Source: an optimization exercise on an open RTL-to-GDS flow (aim: small area and a short achievable clock period). Production flows keep margins and buffers that such runs may drop.
Only simulation tests tie the RTL to the original design; equivalence was not proved.
The clock port is modelled as an ideal driver; clocking choices that lean on that would not hold on a real chip.
Power and IR drop assume default switching activity.

==> flow/design.v (excerpt) <==
module frame_buf_top
(
    input  logic              ddr_clk,
    input  logic              rst_n,
    input  logic              pix_fsync,
    input  logic              pix_valid,
    input  logic [PIX_W-1:0]  pix_data,
    input  logic              rd_fsync,
    input  logic              rd_en,
    output logic              vout_de,
    output logic [PIX_W-1:0]  vout_data,
    output logic              init_done,
    output logic              wr_overflow,
    output logic              rd_underrun,
    input  logic              axi_awready,
    input  logic              axi_wready,
    input  logic              axi_arready,
    input  logic              axi_rvalid,
    input  logic              axi_rlast,
    input  logic [WORD_W-1:0] axi_rdata,
    output logic [ADDR_W-1:0] axi_awaddr,
    output logic [ADDR_W-1:0] axi_araddr,
    output logic              axi_awvalid,
    output logic              axi_wvalid,
    output logic              axi_wlast,
    output logic              axi_arvalid,
    output logic [WORD_W-1:0] axi_wdata
);
==> flow/config.mk <==
export PLATFORM = sky130hd
export DESIGN_NAME = frame_buf_top
export DESIGN_NICKNAME = frame_buf_top
export VERILOG_FILES = /design/flow/design.v
export SDC_FILE = /design/flow/constraint.sdc
export NUM_CORES = 4
export LEC_CHECK = 0
export CAP_MARGIN = 20
export CORE_MARGIN = 2
export CORE_UTILIZATION = 65
export CTS_BUF_LIST = sky130_fd_sc_hd__clkbuf_16
export CTS_CLUSTER_DIAMETER = 80
export CTS_CLUSTER_SIZE = 32
export GPL_ROUTABILITY_DRIVEN = 0
export SETUP_SLACK_MARGIN = 3.3
export SLEW_MARGIN = 20
==> flow/constraint.sdc <==
create_clock -name core_clock -period 5.5 [get_ports {ddr_clk}]
set_input_delay 1.1000 -clock core_clock [delete_from_list [all_inputs] [get_ports {ddr_clk}]]
set_output_delay 1.1000 -clock core_clock [all_outputs]
set_load 0.01 [all_outputs]
standard.sh (not shown) runs the stock make flow with config.mk's settings and CLKGATE_MAP_FILE= SYNTH_SCRIPT=/design/flow/synth_recipe.tcl, a recipe that flattens the netlist after the stock synthesis.
==> flow/flow/run.sh <==
#!/bin/bash
# Standard layout with two changes: the port buffers are buf_2 cells, and
# after placement each flip-flop that drives an output port is moved next to
# that port's buffer (then legalised) before clock tree synthesis.
set -euo pipefail
export BUFFER_PORTS_ARGS="-buffer_cell sky130_fd_sc_hd__buf_2"
bash standard.sh synth floorplan place > standard_place.log 2>&1
PLACE_ODB=$(pwd)/orfs/results/sky130hd/frame_buf_top/base/3_place.odb
PLACE_ODB=$PLACE_ODB openroad -no_init -exit flow/move_out_ffs.tcl > move_out_ffs.log 2>&1
bash standard.sh > standard_finish.log 2>&1
==> flow/flow/move_out_ffs.tcl <==
# Move each flip-flop that drives an output port's buffer next to that buffer,
# then legalise.  Reads and rewrites the placed design given in PLACE_ODB.
read_db $::env(PLACE_ODB)
set block [ord::get_db_block]
set moved 0
foreach bt [$block getBTerms] {
  if {[$bt getIoType] != "OUTPUT"} continue
  set net [$bt getNet]
  if {$net == "NULL"} continue
  foreach it [$net getITerms] {
    if {![$it isOutputSignal]} continue
    set buf [$it getInst]
    foreach it2 [$buf getITerms] {
      if {![$it2 isInputSignal]} continue
      set n2 [$it2 getNet]
      if {$n2 == "NULL"} continue
      foreach it3 [$n2 getITerms] {
        if {![$it3 isOutputSignal]} continue
        set ff [$it3 getInst]
        if {![string match "*df*" [[$ff getMaster] getName]]} continue
        set loc [$buf getLocation]
        $ff setLocation [lindex $loc 0] [lindex $loc 1]
        $ff setPlacementStatus PLACED
        incr moved
      }
    }
  }
}
puts "moved $moved output flip-flops"
detailed_placement
check_placement -verbose
write_db $::env(PLACE_ODB)
The first run went through all stages and came out clean.
Edit:
==> flow/flow/run.sh (replaced) <==
#!/bin/bash
# Standard layout, with the port buffers built from buf_2 cells.
cp standard.sh standard_sh_copy.log
export BUFFER_PORTS_ARGS="-buffer_cell sky130_fd_sc_hd__buf_2"
bash standard.sh > standard.log 2>&1
--- a/flow/config.mk
+++ b/flow/config.mk
@@ -14 +13,0 @@
-export GPL_ROUTABILITY_DRIVEN = 0
removed: flow/flow/move_out_ffs.tcl
=>
- The new run finished clean
- final area is about the same
- routed wire length drops by 1.2%
- clock power increases by about 3%
- worst setup slack gets worse by 57 ps
Edit:
==> flow/flow/run.sh (replaced) <==
#!/bin/bash
# Standard layout with two changes: the port buffers are buf_2 cells, and
# after placement each flip-flop that drives an output port is moved next to
# that port's buffer (then legalised) before clock tree synthesis.
set -euo pipefail
export BUFFER_PORTS_ARGS="-buffer_cell sky130_fd_sc_hd__buf_2"
bash standard.sh synth floorplan place > standard_place.log 2>&1
PLACE_ODB=$(pwd)/orfs/results/sky130hd/frame_buf_top/base/3_place.odb
PLACE_ODB=$PLACE_ODB openroad -no_init -exit flow/move_out_ffs.tcl > move_out_ffs.log 2>&1
bash standard.sh > standard_finish.log 2>&1
==> flow/flow/move_out_ffs.tcl (new file) <==
# Move each flip-flop that drives an output port's buffer next to that buffer,
# then legalise.  Reads and rewrites the placed design given in PLACE_ODB.
read_db $::env(PLACE_ODB)
set block [ord::get_db_block]
set moved 0
foreach bt [$block getBTerms] {
  if {[$bt getIoType] != "OUTPUT"} continue
  set net [$bt getNet]
  if {$net == "NULL"} continue
  foreach it [$net getITerms] {
    if {![$it isOutputSignal]} continue
    set buf [$it getInst]
    foreach it2 [$buf getITerms] {
      if {![$it2 isInputSignal]} continue
      set n2 [$it2 getNet]
      if {$n2 == "NULL"} continue
      foreach it3 [$n2 getITerms] {
        if {![$it3 isOutputSignal]} continue
        set ff [$it3 getInst]
        if {![string match "*df*" [[$ff getMaster] getName]]} continue
        set loc [$buf getLocation]
        $ff setLocation [lindex $loc 0] [lindex $loc 1]
        $ff setPlacementStatus PLACED
        incr moved
      }
    }
  }
}
puts "moved $moved output flip-flops"
detailed_placement
check_placement -verbose
write_db $::env(PLACE_ODB)
--- a/flow/config.mk
+++ b/flow/config.mk
@@ -10 +10 @@
-export CORE_UTILIZATION = 65
+export CORE_UTILIZATION = 70
=> Worst hold slack improves by 16 ps; power went down by 1.1%; setup slack improves by 61 ps; maximum frequency went up by 2.7%.

---

frame_buf_top, a different RTL version from the one above (not shown whole).
For scale: about 2600 cells after synthesis, ~2200 flip-flops, roughly 220 I/O pins, roughly 69000 µm² of cells after synthesis.
clock: 5.5 ns
lec_check: 0
cap_margin: 20
core_margin: 2
core_utilization: 65
cts_buf_list: sky130_fd_sc_hd__clkbuf_16
cts_cluster_diameter: 80
cts_cluster_size: 32
setup_slack_margin: 3.47
slew_margin: 20
==> flow/flow/run.sh <==
#!/bin/bash
set -euo pipefail
export BUFFER_PORTS_ARGS="-buffer_cell sky130_fd_sc_hd__buf_2"
RES=$(pwd)/orfs/results/sky130hd/frame_buf_top/base
bash standard.sh synth floorplan place > standard_place.log 2>&1
PLACE_ODB=$RES/3_place.odb openroad -no_init -exit flow/move_out_ffs.tcl > move_out_ffs.log 2>&1
bash standard.sh cts > standard_cts.log 2>&1
CTS_ODB=$RES/4_cts.odb CLOCK_PORT=ddr_clk openroad -no_init -exit flow/split_root.tcl > split_root.log 2>&1
bash standard.sh > standard_finish.log 2>&1
Other scripts of this flow, unchanged in this note and not shown: flow/flow/move_out_ffs.tcl, flow/flow/split_root.tcl
Then changed:
--- a/flow/flow/run.sh
+++ b/flow/flow/run.sh
@@ -7,3 +7,4 @@
 bash standard.sh cts > standard_cts.log 2>&1
 CTS_ODB=$RES/4_cts.odb CLOCK_PORT=ddr_clk openroad -no_init -exit flow/split_root.tcl > split_root.log 2>&1
+CTS_ODB=$RES/4_cts.odb CLOCK_PORT=ddr_clk openroad -no_init -exit flow/skip_mid.tcl > skip_mid.log 2>&1
 bash standard.sh > standard_finish.log 2>&1
==> flow/flow/skip_mid.tcl (new file) <==
# After split_root.tcl: let each root buffer drive the leaf buffers of its
# quadrant directly, removing the middle level of the clock tree.  Every
# register's clock still passes through the same number of buffers (a root
# and a leaf).  Reads and rewrites the design given in CTS_ODB.
read_db $::env(CTS_ODB)
set block [ord::get_db_block]
set cnet  [[$block findBTerm $::env(CLOCK_PORT)] getNet]
set removed 0
foreach rit [$cnet getITerms] {
  set root [$rit getInst]
  set rnet {}
  foreach it [$root getITerms] { if {[$it isOutputSignal]} { set rnet [$it getNet] } }
  set mids {}
  foreach it [$rnet getITerms] { if {[$it isInputSignal]} { lappend mids [$it getInst] } }
  set leaves {}
  set ok 1
  foreach m $mids {
    if {![string match "*clkbuf*" [[$m getMaster] getName]]} { set ok 0 }
  }
  if {!$ok} { puts "root [$root getName]: a load is not a clock buffer, left as it is"; continue }
  set sx 0; set sy 0; set n 0
  foreach m $mids {
    set mnet {}
    foreach it [$m getITerms] { if {[$it isOutputSignal]} { set mnet [$it getNet] } }
    foreach it [$mnet getITerms] {
      if {[$it isInputSignal]} {
        lappend leaves $it
        set loc [[$it getInst] getLocation]; incr sx [lindex $loc 0]; incr sy [lindex $loc 1]; incr n
      }
    }
    foreach it [$m getITerms] { $it disconnect }
    odb::dbInst_destroy $m
    odb::dbNet_destroy $mnet
    incr removed
  }
  foreach it $leaves { $it connect $rnet }
  $root setLocation [expr {$sx / $n}] [expr {$sy / $n}]
  puts "root [$root getName] now drives $n leaf buffers"
}
puts "removed $removed middle buffers"
detailed_placement
check_placement -verbose
write_db $::env(CTS_ODB)
Settings changed: SETUP_SLACK_MARGIN 3.47 to 3.55.
Effect:
- The changed run completed without violations
- synthesized cell count does not change
- via count is higher slightly
- count of clock-buffer cells in the layout is lower by 8
- worst setup slack is better by 0.074 ns
- total power is lower slightly
- utilization is higher by 0.95 points
- clock skew is about the same
- register-to-register slack is better by 0.11 ns
- hold slack hardly moves
- combinational power is higher by about a fifth
Then changed:
--- a/flow/flow/run.sh
+++ b/flow/flow/run.sh
@@ -7,4 +7,3 @@
 bash standard.sh cts > standard_cts.log 2>&1
 CTS_ODB=$RES/4_cts.odb CLOCK_PORT=ddr_clk openroad -no_init -exit flow/split_root.tcl > split_root.log 2>&1
-CTS_ODB=$RES/4_cts.odb CLOCK_PORT=ddr_clk openroad -no_init -exit flow/skip_mid.tcl > skip_mid.log 2>&1
 bash standard.sh > standard_finish.log 2>&1
Settings changed: SETUP_SLACK_MARGIN 3.55 to 3.7.
removed: flow/flow/skip_mid.tcl
Result:
- The new run passed the timing, design-rule and antenna checks
- via count increases by 4.0%
- utilization increases by 2.7 points
- clock skew increases by 0.0076 ns
- area after synthesis is unchanged
- setup slack is worse by 0.0079 ns
- global-route usage increases by 0.42 points
Then changed:
--- a/flow/flow/run.sh
+++ b/flow/flow/run.sh
@@ -7,3 +7,4 @@
 bash standard.sh cts > standard_cts.log 2>&1
 CTS_ODB=$RES/4_cts.odb CLOCK_PORT=ddr_clk openroad -no_init -exit flow/split_root.tcl > split_root.log 2>&1
+CTS_ODB=$RES/4_cts.odb CLOCK_PORT=ddr_clk openroad -no_init -exit flow/skip_mid.tcl > skip_mid.log 2>&1
 bash standard.sh > standard_finish.log 2>&1
==> flow/flow/skip_mid.tcl (new file) <==
# After split_root.tcl: let each root buffer drive the leaf buffers of its
# quadrant directly, removing the middle level of the clock tree.  Every
# register's clock still passes through the same number of buffers (a root
# and a leaf).  Reads and rewrites the design given in CTS_ODB.
read_db $::env(CTS_ODB)
set block [ord::get_db_block]
set cnet  [[$block findBTerm $::env(CLOCK_PORT)] getNet]
set removed 0
foreach rit [$cnet getITerms] {
  set root [$rit getInst]
  set rnet {}
  foreach it [$root getITerms] { if {[$it isOutputSignal]} { set rnet [$it getNet] } }
  set mids {}
  foreach it [$rnet getITerms] { if {[$it isInputSignal]} { lappend mids [$it getInst] } }
  set leaves {}
  set ok 1
  foreach m $mids {
    if {![string match "*clkbuf*" [[$m getMaster] getName]]} { set ok 0 }
  }
  if {!$ok} { puts "root [$root getName]: a load is not a clock buffer, left as it is"; continue }
  set sx 0; set sy 0; set n 0
  foreach m $mids {
    set mnet {}
    foreach it [$m getITerms] { if {[$it isOutputSignal]} { set mnet [$it getNet] } }
    foreach it [$mnet getITerms] {
      if {[$it isInputSignal]} {
        lappend leaves $it
        set loc [[$it getInst] getLocation]; incr sx [lindex $loc 0]; incr sy [lindex $loc 1]; incr n
      }
    }
    foreach it [$m getITerms] { $it disconnect }
    odb::dbInst_destroy $m
    odb::dbNet_destroy $mnet
    incr removed
  }
  foreach it $leaves { $it connect $rnet }
  $root setLocation [expr {$sx / $n}] [expr {$sy / $n}]
  puts "root [$root getName] now drives $n leaf buffers"
}
puts "removed $removed middle buffers"
detailed_placement
check_placement -verbose
write_db $::env(CTS_ODB)
Settings changed: CORE_UTILIZATION 65 to 70, SETUP_SLACK_MARGIN 3.7 to 3.55.
The new run produced a clean layout.
Worst setup slack degrades by 0.032 ns.
Wire length goes down by 6.4%.
Synthesized cell count stays the same.
Global-route usage goes up by 1.9 points.
Design area goes down by 4.1%.
Cell count goes down by 5.4%.
Sequential share of layout area goes up by 3.5 points.
Critical path depth stays the same.
Then changed:
Settings changed: CORE_UTILIZATION 70 to 65, SETUP_SLACK_MARGIN 3.55 to 3.5.
The changed run went through all stages and came out clean. Sequential power stays flat. Critical path depth climbs by 4. Synthesized area is unchanged. Wire length drops by 5.6%. Fmax climbs by 0.86%.

---

Setup of violet:
frame_buf_top, a different RTL version from the one above (not shown whole).
Size in the first run: ~2600 cells after synthesis, about 2200 flip-flops, ~68000 µm² of cells after synthesis.
==> flow/config.mk <==
export PLATFORM = sky130hd
export DESIGN_NAME = frame_buf_top
export DESIGN_NICKNAME = frame_buf_top
export VERILOG_FILES = /design/flow/design.v
export SDC_FILE = /design/flow/constraint.sdc
export NUM_CORES = 4
export LEC_CHECK = 0
export CAP_MARGIN = 20
export CORE_MARGIN = 2
export CORE_UTILIZATION = 65
export CTS_BUF_LIST = sky130_fd_sc_hd__clkbuf_16
export CTS_CLUSTER_DIAMETER = 80
export CTS_CLUSTER_SIZE = 32
export SETUP_SLACK_MARGIN = 3.3
export SLEW_MARGIN = 20
==> flow/constraint.sdc <==
create_clock -name core_clock -period 5.5 [get_ports {ddr_clk}]
set_input_delay 1.1000 -clock core_clock [delete_from_list [all_inputs] [get_ports {ddr_clk}]]
set_output_delay 1.1000 -clock core_clock [all_outputs]
set_load 0.01 [all_outputs]
==> flow/flow/run.sh <==
#!/bin/bash
# Standard layout, with the port buffers built from buf_2 cells.
cp standard.sh standard_sh_copy.log
export BUFFER_PORTS_ARGS="-buffer_cell sky130_fd_sc_hd__buf_2"
bash standard.sh > standard.log 2>&1
diff inputs: violet => pepper
diff --git a/flow/config.mk b/flow/config.mk
--- a/flow/config.mk
+++ b/flow/config.mk
@@ -14 +14 @@
-export SETUP_SLACK_MARGIN = 3.3
+export SETUP_SLACK_MARGIN = 3.15
Findings:
pepper finished all stages; the layout is clean. pepper — time the worst path needs with I/O delays and setup 19 ps higher, violet as reference. From pepper to violet, synthesized cell count did not move at all. pepper vs violet, utilization went down by 1.2 points. Reported for pepper and violet, maximum level of the CTS H-tree turned out identical to the last digit. First-pass GRT wire length went down slightly going from violet to pepper. On switching power as a share of total power, pepper and violet are neck and neck. Total power across pepper and violet: no real change. Going from violet to pepper, the data arrival time of the critical path was found to have gone up by 1450 ps. Final non-filler cell total, pepper and violet: smaller value in pepper. There was hardly any difference in tightest hold margin between pepper and violet.
The inputs of fjord differ from those of pepper as listed below.
==> flow/run.sh (new file) <==
#!/bin/bash
# synth_recipe.tcl (not shown) runs the flow's synth.tcl, then flattens the netlist and writes it again
# the make line also repeats each setting of config.mk as NAME=value (left out here)
make -C /OpenROAD-flow-scripts/flow DESIGN_CONFIG=/design/flow/config.mk WORK_HOME=/design/flow/orfs CLKGATE_MAP_FILE= SYNTH_SCRIPT=/design/flow/synth_recipe.tcl finish
removed: flow/flow/run.sh
removed: flow/standard.sh
==> comparison <==
fjord vs pepper: final cell count without fillers up in fjord
In the flow results for fjord and pepper, the detailed route wirelength on metal2 is larger on fjord.
When fjord is set beside pepper, its area added between synthesis and finish turns out to be 1.7 points larger.
As of fjord, count of fill cells added during filler insertion had fallen by a few percent compared to pepper.
When fjord is set beside pepper, its clock network fraction of design power turns out to be 0.2 points larger.
A cell at the slowest stage of the critical path of o32ai_4 is what fjord shows, while dfxtp_2 belongs to pepper.
Comparing fjord and pepper, the higher total power consumption of the routed design was measured on fjord.
Shortest period the worst path allows on fjord is up relative to pepper.
Compared with pepper, fjord shows combinational power share higher by 0.2 points.
In fjord, aggregate global-route resource usage is higher than in pepper.

==> static timing again, ports no longer ideal <==
In the flow no input, the clock included, has a driving cell. The finished layouts below were timed again as built, in two steps.
Step 1 assumes that a clkbuf_16 drives the clock port and a buf_2 every other input.
Step 2 also shifts input and output timing later by t, the mid clock arrival at the registers, as if the neighbouring blocks saw the same clock.
Slacks: no drivers / after step 1 / after step 2; pairs: no drivers / after step 1.
run | shift t [ns] | setup WS [ns] | worst slew at a driven data input, ns | cell pins on the clock port's net
the first run of note 1 | 0.741 | 3.241 / 3.170 / 2.619 | 0.12 | 1
the second run of note 1 | 0.736 | 3.184 / 3.112 / 2.637 | 0.12 | 1
the third run of note 1 | 0.726 | 3.245 / 3.194 / 2.562 | 0.08 | 1
the first run of note 2 | 0.688 | 3.331 / 3.248 / 2.765 | 0.09 | 4
the second run of note 2 | 0.676 | 3.406 / 3.254 / 2.881 | 0.08 | 4
the third run of note 2 | 0.695 | 3.398 / 3.245 / 2.874 | 0.12 | 4
the fourth run of note 2 | 0.682 | 3.366 / 3.215 / 2.782 | 0.16 | 4
the fifth run of note 2 | 0.669 | 3.384 / 3.262 / 2.834 | 0.08 | 4
violet | 0.746 | 3.182 / 3.108 / 2.588 | 0.16 | 1
pepper | 0.742 | 3.162 / 3.111 / 2.471 | 0.16 | 1
fjord | 0.755 | 3.154 / 3.098 / 2.449 | 0.15 | 1
After both steps every run listed still meets setup and hold. The setup slack of fjord, which loses most, moves by -0.056 ns with the drivers and by -0.705 ns with both steps.
